Background: an optimization exercise with open tools, aiming at small area, a short achievable clock period and few clock cycles. Do not read the settings as production practice.
At most, simulation tests tie the RTL to the original design; equivalence was not proved.
Power figures rest on the tool's default switching activity, not on a simulated workload.

==> flow/design.v <==
package nnz_pkg;
  localparam int PIXEL_W    = 8;
  localparam int MAX_SCALE  = 4;
  localparam int MAX_LINE_W = 320;
  localparam int MAX_LINES  = 240;
  typedef enum logic [1:0] {
    IDLE = 2'd0,
    LOAD = 2'd1,
    EMIT = 2'd2,
    DONE = 2'd3
  } nnz_state_e;
  function automatic logic cfg_legal(input int scale,
                                     input int width,
                                     input int height,
                                     input int max_scale,
                                     input int max_width,
                                     input int max_height);
    cfg_legal = (scale  >= 1) && (scale  <= max_scale) &&
           (width  >= 1) && (width  <= max_width) &&
           (height >= 1) && (height <= max_height);
  endfunction
endpackage
module nnz_line_buffer #(
  parameter int PIXEL_W = 8,
  parameter int NT      = 17,
  parameter int NM      = 19,
  parameter int TAP_W   = 5
) (
  input  logic               clk,
  input  logic               wr_en,
  input  logic [PIXEL_W-1:0] wr_data,
  input  logic [TAP_W-1:0]   tap_sel,
  output logic [PIXEL_W-1:0] tap_q
);
  localparam int N = NT * NM;
  logic [N*PIXEL_W-1:0] ring_q;
  logic [PIXEL_W-1:0]   tap_data;
  always_ff @(posedge clk) begin
    ring_q <= {(wr_en ? wr_data : ring_q[PIXEL_W-1:0]), ring_q[N*PIXEL_W-1:PIXEL_W]};
  end
  always_comb begin
    tap_data = ring_q[PIXEL_W +: PIXEL_W];
    for (int t = 1; t < NT; t++) begin
      if (tap_sel == TAP_W'(t)) tap_data = ring_q[(t*NM+1)*PIXEL_W +: PIXEL_W];
    end
  end
  always_ff @(posedge clk) begin
    tap_q <= tap_data;
  end
endmodule
module nearest_neighbor_zoom_nx #(
  parameter int PIXEL_W    = nnz_pkg::PIXEL_W,
  parameter int MAX_SCALE  = nnz_pkg::MAX_SCALE,
  parameter int MAX_LINE_W = nnz_pkg::MAX_LINE_W,
  parameter int MAX_LINES  = nnz_pkg::MAX_LINES,
  parameter int SCALE_W    = $clog2(MAX_SCALE + 1),
  parameter int COL_W      = $clog2(MAX_LINE_W + 1),
  parameter int ROW_W      = $clog2(MAX_LINES + 1)
) (
  input  logic               clk,
  input  logic               reset_n,
  input  logic               start,
  input  logic [SCALE_W-1:0] scale,
  input  logic [COL_W-1:0]   src_width,
  input  logic [ROW_W-1:0]   src_height,
  input  logic               in_valid,
  input  logic [PIXEL_W-1:0] in_pixel,
  output logic               in_ready,
  output logic               out_valid,
  output logic [PIXEL_W-1:0] out_pixel,
  input  logic               out_ready,
  output logic               out_eol,
  output logic               busy,
  output logic               done,
  output logic               cfg_err
);
  localparam int NT   = 17;
  localparam int NM   = 19;
  localparam int PW   = 5;
  localparam int RS_W = $clog2(MAX_SCALE);
  function automatic logic [2*PW-1:0] pos_dec(input logic [2*PW-1:0] p);
    if (p[PW-1:0] == '0) begin
      pos_dec = {(p[2*PW-1:PW] == '0) ? PW'(NT - 1) : p[2*PW-1:PW] - PW'(1), PW'(NM - 1)};
    end else begin
      pos_dec = {p[2*PW-1:PW], p[PW-1:0] - PW'(1)};
    end
  endfunction
  localparam logic [2*PW-1:0] POS_TAIL = {PW'(NT - 1), PW'(NM - 1)};
  localparam logic [2*PW-1:0] POS_ONE  = {PW'(0), PW'(1)};
  logic start_legal;
  assign start_legal = nnz_pkg::cfg_legal(32'(scale), 32'(src_width), 32'(src_height),
                                          MAX_SCALE, MAX_LINE_W, MAX_LINES);
  logic               busy_q, done_q, cfg_err_q, go_q;
  logic [SCALE_W-1:0] scale_q;
  logic [COL_W-1:0]   width_q;
  logic [RS_W-1:0]    sm1;           
  logic               s1;            
  logic               w1;            
  logic [PIXEL_W-1:0] ib0_q, ib1_q;
  logic               ibv0_q, ibv1_q;
  logic               in_ready_q;
  logic               em_act_q;
  logic [RS_W-1:0]    rxc_q, ryc_q;
  logic [COL_W-1:0]   colc_q;
  logic [ROW_W-1:0]   rowc_q;
  logic               col_end_q, row_end_q, rep0_q;
  logic               wfirst_q;      
  logic               hw_q;          
  logic               nw_q;          
  logic [2*PW-1:0]    wp_q;          
  logic               wp_zero_q;     
  logic [2*PW-1:0]    p0_q;          
  logic               hv_q;
  logic [PIXEL_W-1:0] h_q;
  logic [2*PW-1:0]    np_q;          
  logic               np_tap_q;      
  logic               mv_q, meol_q, mlast_q;
  logic [PIXEL_W-1:0] mpix_q;
  logic               sv_q, seol_q, slast_q;
  logic [PIXEL_W-1:0] spix_q;
  logic               acc, go;
  logic               push, pop;
  logic               rx_end, ry_end;
  logic               src_ok, emit;
  logic [PIXEL_W-1:0] em_pix;
  logic               em_eol, em_last;
  logic               wr, winit, wr0, wr1;
  logic [PIXEL_W-1:0] wr_data;
  logic               cons_h, ld_h, ld_last;
  logic [PIXEL_W-1:0] tap_q;
  logic               m_load;
  logic               busy_d;
  assign acc  = start && !busy_q;
  assign go   = acc && start_legal;
  assign push = in_valid && in_ready_q;
  assign sm1 = RS_W'(scale_q - SCALE_W'(1));
  assign s1  = (scale_q == SCALE_W'(1));
  assign w1  = (width_q == COL_W'(1));
  assign rx_end = (rxc_q == '0);
  assign ry_end = (ryc_q == '0);
  assign wr0     = !s1 && !hw_q && (wfirst_q ? pop
                                             : (em_act_q && rep0_q && ibv0_q && wp_zero_q));
  assign wr1     = em_act_q && rep0_q && !s1 && ibv1_q && hw_q && !nw_q && !col_end_q && wp_zero_q;
  assign wr      = wr0 || wr1;
  assign winit   = wr0 && wfirst_q;
  assign wr_data = hw_q ? ib1_q : ib0_q;
  assign src_ok = rep0_q ? (ibv0_q && (!rx_end || s1 || hw_q || wfirst_q || wp_zero_q)) : hv_q;
  assign emit   = em_act_q && src_ok && !sv_q;
  assign em_pix  = rep0_q ? ib0_q : h_q;
  assign em_eol  = rx_end && col_end_q;
  assign em_last = em_eol && ry_end && row_end_q;
  assign pop    = emit && rep0_q && rx_end;
  assign cons_h = emit && !rep0_q && rx_end;
  assign ld_h = np_tap_q &&
                (hv_q ? (cons_h && !(col_end_q && ry_end))
                      : (em_act_q && (!rep0_q || (!wfirst_q && !s1))));
  always_comb begin
    if (!hv_q)          ld_last = rep0_q ? w1 : col_end_q;
    else if (col_end_q) ld_last = w1;
    else                ld_last = (colc_q == COL_W'(2));
  end
  nnz_line_buffer #(
    .PIXEL_W (PIXEL_W),
    .NT      (NT),
    .NM      (NM),
    .TAP_W   (PW)
  ) u_line_buffer (
    .clk      (clk),
    .wr_en    (wr),
    .wr_data  (wr_data),
    .tap_sel  (np_q[2*PW-1:PW]),
    .tap_q    (tap_q)
  );
  assign m_load = !mv_q || out_ready;
  always_comb begin
    busy_d = busy_q;
    if (go)          busy_d = 1'b1;
    else if (done_q) busy_d = 1'b0;
  end
  always_ff @(posedge clk or negedge reset_n) begin
    if (!reset_n) begin
      busy_q     <= 1'b0;
      done_q     <= 1'b0;
      cfg_err_q  <= 1'b0;
      go_q       <= 1'b0;
      in_ready_q <= 1'b0;
      ibv0_q     <= 1'b0;
      ibv1_q     <= 1'b0;
      em_act_q   <= 1'b0;
      hv_q       <= 1'b0;
      mv_q       <= 1'b0;
      sv_q       <= 1'b0;
    end else begin
      busy_q     <= busy_d;
      done_q     <= mv_q && out_ready && mlast_q;
      cfg_err_q  <= acc && !start_legal;
      go_q       <= go;
      in_ready_q <= go || (busy_d && !(!pop && (ibv1_q || (ibv0_q && push))));
      if (go_q) begin
        em_act_q <= 1'b1;
      end else if (emit && em_last) begin
        em_act_q <= 1'b0;
      end
      if (ld_h)        hv_q <= 1'b1;
      else if (cons_h) hv_q <= 1'b0;
      if (pop) begin
        if (ibv1_q) ibv1_q <= 1'b0;
        else        ibv0_q <= push;
      end else if (push) begin
        if (ibv0_q) ibv1_q <= 1'b1;
        else        ibv0_q <= 1'b1;
      end
      if (m_load) begin
        mv_q <= sv_q || emit;
        sv_q <= 1'b0;
      end else if (emit) begin
        sv_q <= 1'b1;
      end
    end
  end
  always_ff @(posedge clk) begin
    if (pop) begin
      ib0_q <= ibv1_q ? ib1_q : in_pixel;
    end else if (push && !ibv0_q) begin
      ib0_q <= in_pixel;
    end
    if (push && ibv0_q && !pop) ib1_q <= in_pixel;
    if (!busy_q) begin
      scale_q <= scale;
      width_q <= src_width;
    end
    if (!busy_q) begin
      rowc_q <= src_height;
    end
    if (go_q) begin
      rxc_q     <= sm1;
      ryc_q     <= sm1;
      rep0_q    <= 1'b1;
      colc_q    <= width_q;
      col_end_q <= w1;
      row_end_q <= (rowc_q == ROW_W'(1));
      wfirst_q  <= 1'b1;
    end else if (emit) begin
      if (rx_end) begin
        rxc_q <= sm1;
        if (col_end_q) begin
          colc_q    <= width_q;
          col_end_q <= w1;
          if (ry_end) begin
            ryc_q    <= sm1;
            rep0_q   <= 1'b1;
            wfirst_q <= 1'b1;
            rowc_q    <= rowc_q - ROW_W'(1);
            row_end_q <= (rowc_q == ROW_W'(2));
          end else begin
            ryc_q  <= ryc_q - RS_W'(1);
            rep0_q <= 1'b0;
          end
        end else begin
          colc_q    <= colc_q - COL_W'(1);
          col_end_q <= (colc_q == COL_W'(2));
        end
      end else begin
        rxc_q <= rxc_q - RS_W'(1);
      end
    end
    if (winit) wfirst_q <= 1'b0;
    if (go_q || pop) begin
      hw_q <= !go_q && (nw_q || wr1);
      nw_q <= 1'b0;
    end else begin
      hw_q <= hw_q || wr0;
      nw_q <= nw_q || wr1;
    end
    if (wr) begin
      wp_q      <= {PW'(0), PW'(sm1)};
      wp_zero_q <= 1'b0;
    end else begin
      wp_q      <= pos_dec(wp_q);
      wp_zero_q <= (wp_q == POS_ONE);
    end
    if (winit) p0_q <= POS_TAIL;
    else       p0_q <= pos_dec(p0_q);
    if (ld_h) h_q <= tap_q;
    if (winit) begin
      np_q     <= POS_TAIL;
      np_tap_q <= 1'b0;
    end else if (ld_h) begin
      np_q     <= ld_last ? pos_dec(p0_q) : {np_q[2*PW-1:PW], PW'(sm1)};
      np_tap_q <= 1'b0;
    end else begin
      np_q     <= pos_dec(np_q);
      np_tap_q <= (np_q[PW-1:0] == PW'(1));
    end
    if (m_load) begin
      mpix_q  <= sv_q ? spix_q : em_pix;
      meol_q  <= sv_q ? seol_q : em_eol;
      mlast_q <= sv_q ? slast_q : em_last;
    end else if (emit) begin
      spix_q  <= em_pix;
      seol_q  <= em_eol;
      slast_q <= em_last;
    end
  end
  assign in_ready  = in_ready_q;
  assign out_valid = mv_q;
  assign out_pixel = mpix_q;
  assign out_eol   = meol_q;
  assign busy      = busy_q;
  assign done      = done_q;
  assign cfg_err   = cfg_err_q;
endmodule
export LEC_CHECK = 0
export CAP_MARGIN = 20
export CORE_MARGIN = 2
export CORE_UTILIZATION = 40
export CTS_CLUSTER_DIAMETER = 60
export CTS_CLUSTER_SIZE = 30
export SETUP_SLACK_MARGIN = 2.7
export SLEW_MARGIN = 20
create_clock -name core_clock -period 5.0 [get_ports {clk}]
run.sh (not shown) runs the stock make flow with config.mk's settings and CLKGATE_MAP_FILE= SYNTH_SCRIPT=/design/flow/synth_recipe.tcl, a recipe that flattens the netlist after the stock synthesis.
Testbench counts at the start, summed over its fixed seeds: cycles 646,332.
Then changed:
--- a/flow/design.v
+++ b/flow/design.v
@@ -101,58 +101,48 @@
   logic               in_ready_q;
   logic               em_act_q;
   logic [RS_W-1:0]    rxc_q, ryc_q;
   logic [COL_W-1:0]   colc_q;
   logic [ROW_W-1:0]   rowc_q;
   logic               col_end_q, row_end_q, rep0_q;
-  logic               wfirst_q;      
-  logic               hw_q;          
-  logic               nw_q;          
+  logic               wfirst_q;
   logic [2*PW-1:0]    wp_q;          
   logic               wp_zero_q;     
   logic [2*PW-1:0]    p0_q;          
   logic               hv_q;
   logic [PIXEL_W-1:0] h_q;
   logic [2*PW-1:0]    np_q;          
   logic               np_tap_q;      
   logic               mv_q, meol_q, mlast_q;
   logic [PIXEL_W-1:0] mpix_q;
-  logic               sv_q, seol_q, slast_q;
-  logic [PIXEL_W-1:0] spix_q;
   logic               acc, go;
   logic               push, pop;
   logic               rx_end, ry_end;
   logic               src_ok, emit;
   logic [PIXEL_W-1:0] em_pix;
   logic               em_eol, em_last;
-  logic               wr, winit, wr0, wr1;
-  logic [PIXEL_W-1:0] wr_data;
+  logic               wr, winit;
   logic               cons_h, ld_h, ld_last;
   logic [PIXEL_W-1:0] tap_q;
-  logic               m_load;
   logic               busy_d;
   assign acc  = start && !busy_q;
   assign go   = acc && start_legal;
   assign push = in_valid && in_ready_q;
   assign sm1 = RS_W'(scale_q - SCALE_W'(1));
   assign s1  = (scale_q == SCALE_W'(1));
   assign w1  = (width_q == COL_W'(1));
   assign rx_end = (rxc_q == '0);
   assign ry_end = (ryc_q == '0);
-  assign wr0     = !s1 && !hw_q && (wfirst_q ? pop
-                                             : (em_act_q && rep0_q && ibv0_q && wp_zero_q));
-  assign wr1     = em_act_q && rep0_q && !s1 && ibv1_q && hw_q && !nw_q && !col_end_q && wp_zero_q;
-  assign wr      = wr0 || wr1;
-  assign winit   = wr0 && wfirst_q;
-  assign wr_data = hw_q ? ib1_q : ib0_q;
-  assign src_ok = rep0_q ? (ibv0_q && (!rx_end || s1 || hw_q || wfirst_q || wp_zero_q)) : hv_q;
-  assign emit   = em_act_q && src_ok && !sv_q;
+  assign src_ok = rep0_q ? (ibv0_q && (!rx_end || s1 || wfirst_q || wp_zero_q)) : hv_q;
+  assign emit   = em_act_q && src_ok && (!mv_q || out_ready);
   assign em_pix  = rep0_q ? ib0_q : h_q;
   assign em_eol  = rx_end && col_end_q;
   assign em_last = em_eol && ry_end && row_end_q;
   assign pop    = emit && rep0_q && rx_end;
+  assign wr     = pop && !s1;
+  assign winit  = wr && wfirst_q;
   assign cons_h = emit && !rep0_q && rx_end;
   assign ld_h = np_tap_q &&
                 (hv_q ? (cons_h && !(col_end_q && ry_end))
                       : (em_act_q && (!rep0_q || (!wfirst_q && !s1))));
   always_comb begin
     if (!hv_q)          ld_last = rep0_q ? w1 : col_end_q;
@@ -164,17 +154,16 @@
     .NT      (NT),
     .NM      (NM),
     .TAP_W   (PW)
   ) u_line_buffer (
     .clk      (clk),
     .wr_en    (wr),
-    .wr_data  (wr_data),
+    .wr_data  (ib0_q),
     .tap_sel  (np_q[2*PW-1:PW]),
     .tap_q    (tap_q)
   );
-  assign m_load = !mv_q || out_ready;
   always_comb begin
     busy_d = busy_q;
     if (go)          busy_d = 1'b1;
     else if (done_q) busy_d = 1'b0;
   end
   always_ff @(posedge clk or negedge reset_n) begin
@@ -186,13 +175,12 @@
       in_ready_q <= 1'b0;
       ibv0_q     <= 1'b0;
       ibv1_q     <= 1'b0;
       em_act_q   <= 1'b0;
       hv_q       <= 1'b0;
       mv_q       <= 1'b0;
-      sv_q       <= 1'b0;
     end else begin
       busy_q     <= busy_d;
       done_q     <= mv_q && out_ready && mlast_q;
       cfg_err_q  <= acc && !start_legal;
       go_q       <= go;
       in_ready_q <= go || (busy_d && !(!pop && (ibv1_q || (ibv0_q && push))));
@@ -207,18 +195,13 @@
         if (ibv1_q) ibv1_q <= 1'b0;
         else        ibv0_q <= push;
       end else if (push) begin
         if (ibv0_q) ibv1_q <= 1'b1;
         else        ibv0_q <= 1'b1;
       end
-      if (m_load) begin
-        mv_q <= sv_q || emit;
-        sv_q <= 1'b0;
-      end else if (emit) begin
-        sv_q <= 1'b1;
-      end
+      mv_q <= emit || (mv_q && !out_ready);
     end
   end
   always_ff @(posedge clk) begin
     if (pop) begin
       ib0_q <= ibv1_q ? ib1_q : in_pixel;
     end else if (push && !ibv0_q) begin
@@ -260,20 +243,13 @@
           colc_q    <= colc_q - COL_W'(1);
           col_end_q <= (colc_q == COL_W'(2));
         end
       end else begin
         rxc_q <= rxc_q - RS_W'(1);
       end
-    end
-    if (winit) wfirst_q <= 1'b0;
-    if (go_q || pop) begin
-      hw_q <= !go_q && (nw_q || wr1);
-      nw_q <= 1'b0;
-    end else begin
-      hw_q <= hw_q || wr0;
-      nw_q <= nw_q || wr1;
+      if (winit) wfirst_q <= 1'b0;
     end
     if (wr) begin
       wp_q      <= {PW'(0), PW'(sm1)};
       wp_zero_q <= 1'b0;
     end else begin
       wp_q      <= pos_dec(wp_q);
@@ -289,20 +265,16 @@
       np_q     <= ld_last ? pos_dec(p0_q) : {np_q[2*PW-1:PW], PW'(sm1)};
       np_tap_q <= 1'b0;
     end else begin
       np_q     <= pos_dec(np_q);
       np_tap_q <= (np_q[PW-1:0] == PW'(1));
     end
-    if (m_load) begin
-      mpix_q  <= sv_q ? spix_q : em_pix;
-      meol_q  <= sv_q ? seol_q : em_eol;
-      mlast_q <= sv_q ? slast_q : em_last;
-    end else if (emit) begin
-      spix_q  <= em_pix;
-      seol_q  <= em_eol;
-      slast_q <= em_last;
+    if (emit) begin
+      mpix_q  <= em_pix;
+      meol_q  <= em_eol;
+      mlast_q <= em_last;
     end
   end
   assign in_ready  = in_ready_q;
   assign out_valid = mv_q;
   assign out_pixel = mpix_q;
   assign out_eol   = meol_q;
After rerunning: Setup slack gets worse by 0.20 ns. First-iteration DRC count rises by about 2.4%. Non-clock buffer count rises by 11. Die area falls by 1.0%. Cell area falls by about 0.7%. Critical path depth does not change. Synthesized area falls by 1.0%. Global-route usage stays flat. Combinational power rises by about 2%. Register-to-register slack gets worse by 0.02 ns. Clock power stays flat.
No functional check of the RTL was part of the second run of this note.

## static timing again, ports no longer ideal
Ports are ideal in the flow. The routed layouts listed here were re-timed in OpenROAD.
Step 1, drivers: a clkbuf_16 drives clk and a buf_2 each remaining input, both assumed.
Step 2 also shifts input and output timing later by t, the mid clock arrival at the registers, as if the neighbouring blocks saw the same clock.
a / b / c = ideal ports / drivers / drivers and shift; a / b = the first two.
run	t, ns	setup slack, ns	clock arrival spread, ns	pins driven straight from the clock port
the first run	0.801	2.671 / 2.605 / 2.050	0.048 / 0.048	1
the second run	0.811	2.472 / 2.402 / 1.990	0.054 / 0.055	1
After both steps every run listed still meets setup and hold. The setup slack of the first run, which loses most, moves by -0.066 ns with the drivers and by -0.621 ns with both steps.
